Context: an optimization exercise on an open-source flow, tuned for small area. The choices shown serve that exercise and are no tape-out recipe.
The RTL was checked by simulation tests, not by an equivalence proof against the original design.
Power is estimated from default activity; no workload was simulated.

Setup of run 1:
==> flow/design.v (excerpt) <==
module rv_core (
  input  logic             clk,
  input  logic             rst,
  input  rv_pkg::insn_t    insn,
  output rv_pkg::addr_t    pc,
  output logic             halt,
  output logic             wb_en,
  output rv_pkg::reg_idx_t wb_rd,
  output rv_pkg::word_t    wb_data
);
Size: about 3100 cells after synthesis, about 1000 flip-flops, ~110 I/O pins, about 47000 sq um of cells after synthesis.
export LEC_CHECK = 0
export CAP_MARGIN = 20
export CELL_PAD_IN_SITES_DETAIL_PLACEMENT = 1
export CELL_PAD_IN_SITES_GLOBAL_PLACEMENT = 1
export CORE_MARGIN = 2
export CORE_UTILIZATION = 40
export PLACE_DENSITY = 0.45
export SETUP_SLACK_MARGIN = 0.2
export SLEW_MARGIN = 20
export SYNTH_HIERARCHICAL = 1
create_clock -name core_clock -period 12.0 [get_ports {clk}]
standard.sh (not shown) runs the stock make flow with config.mk's settings and CLKGATE_MAP_FILE= SYNTH_SCRIPT=/design/flow/synth_recipe.tcl, a recipe that flattens the netlist after the stock synthesis.
==> flow/flow/run.sh <==
#!/bin/bash
# The standard layout with: a clock tree of fewer sink clusters and no dummy
# loads; plain buffers on the ports; global routing that keeps met1 lighter.
set -euo pipefail
export CTS_ARGS="-sink_clustering_enable -repair_clock_nets -dont_use_dummy_load -sink_clustering_size 20 -sink_clustering_max_diameter 60 -buf_list {sky130_fd_sc_hd__clkbuf_8}"
export BUFFER_PORTS_ARGS="-buffer_cell sky130_fd_sc_hd__buf_2"
export FASTROUTE_TCL="$PWD/flow/fastroute.tcl"
bash standard.sh > standard.log 2>&1
==> flow/flow/fastroute.tcl <==
# Global routing with less of the lowest two layers handed out, so that
# more of the wiring goes to met3 and met4 and met1 stays free for pin access.
set_global_routing_layer_adjustment $::env(MIN_ROUTING_LAYER)-$::env(MAX_ROUTING_LAYER) 0.2
set_global_routing_layer_adjustment met1 0.5
set_global_routing_layer_adjustment met2 0.35

set_routing_layers -clock $::env(MIN_CLK_ROUTING_LAYER)-$::env(MAX_ROUTING_LAYER)
set_routing_layers -signal $::env(MIN_ROUTING_LAYER)-$::env(MAX_ROUTING_LAYER)
Run 1 went all the way through synthesis, placement and routing and the layout is clean on timing, DRC and antenna.
Input changes introduced in run 2 (baseline for comparison: run 1):
==> flow/flow/run.sh <==
#!/bin/bash
# The standard layout with: a clock tree of fewer sink clusters and no dummy
# loads; plain buffers on the ports; global routing that keeps met1 lighter.
set -euo pipefail
export CTS_ARGS="-sink_clustering_enable -repair_clock_nets -dont_use_dummy_load -sink_clustering_size 20 -sink_clustering_max_diameter 50 -buf_list {sky130_fd_sc_hd__clkbuf_8}"
export BUFFER_PORTS_ARGS="-buffer_cell sky130_fd_sc_hd__buf_2"
export FASTROUTE_TCL="$PWD/flow/fastroute.tcl"
bash standard.sh > standard.log 2>&1
diff --git a/flow/config.mk b/flow/config.mk
--- a/flow/config.mk
+++ b/flow/config.mk
@@ -6,5 +6,5 @@
 export NUM_CORES = 4
 export LEC_CHECK = 0
-export CAP_MARGIN = 20
+export CAP_MARGIN = 5
 export CELL_PAD_IN_SITES_DETAIL_PLACEMENT = 1
 export CELL_PAD_IN_SITES_GLOBAL_PLACEMENT = 1
@@ -12,5 +12,5 @@
 export CORE_UTILIZATION = 40
 export PLACE_DENSITY = 0.45
-export SETUP_SLACK_MARGIN = 0.2
-export SLEW_MARGIN = 20
+export SETUP_SLACK_MARGIN = 0.05
+export SLEW_MARGIN = 5
 export SYNTH_HIERARCHICAL = 1
==> comparison <==
- Against run 1, run 2 comes in 1 higher on critical path depth.
- Sum of routed wire length over all layers essentially unchanged between run 1 and run 2.
- Looking only at non-clock buffer count, and setting everything else aside, the lower value of run 2 and run 1 goes to run 2.
- Global-route wire length before repair was higher in run 1 than in run 2.
- Setup WNS run 1 -> run 2: worse
diff inputs: run 2 => run 3
==> flow/flow/run.sh <==
#!/bin/bash
# The standard layout with: a clock tree of fewer sink clusters and no dummy
# loads; plain buffers on the ports; global routing that keeps met1 lighter.
set -euo pipefail
export CTS_ARGS="-sink_clustering_enable -repair_clock_nets -dont_use_dummy_load -sink_clustering_size 20 -sink_clustering_max_diameter 60 -buf_list {sky130_fd_sc_hd__clkbuf_8}"
export BUFFER_PORTS_ARGS="-buffer_cell sky130_fd_sc_hd__buf_2"
export FASTROUTE_TCL="$PWD/flow/fastroute.tcl"
bash standard.sh > standard.log 2>&1
### Flow results
- Run 3 finished every step from synthesis to the final layout, and the layout passed the timing, DRC and antenna checks.
- Of run 2 and run 3, run 3 shows the lower share of power burned in the clock network, with run 2 above it.
- Between run 2 and run 3, the difference in final routed wirelength across all metal layers is negligible.
- Between run 2 and run 3, number of global-route vias before repair is lower for run 3, run 2 comes in above that.
- From run 2 to run 3 the numbers moved as follows: cell count now sits lower, via density per instance now sits at about the same level.

==> separate check: timing with driven ports <==
The flow's constraints put no driver on any port. The routed layouts listed below were extracted and timed again, unchanged, in two steps. Step 1 assumes that a clkbuf_16 drives the clock port and a buf_2 every other input. Step 2, shift: input delay + t, output delay - t, t = (earliest + latest rising clock arrival at the registers) / 2. This alone moves slack from input paths to output paths. Three values: ideal ports, drivers, drivers and shift; two values: the first two.
run | t, ns | slack for setup (ns) | clock arrival spread, ns
run 1 | 0.837 | 0.389 / 0.367 / 0.360 | 0.104 / 0.104
run 2 | 0.840 | 0.371 / 0.336 / 0.233 | 0.183 / 0.182
run 3 | 0.842 | 0.374 / 0.339 / 0.339 | 0.143 / 0.144
After both steps every run listed still meets setup and hold. The setup slack of run 2, which loses most, moves by -0.035 ns with the drivers and by -0.138 ns with both steps.
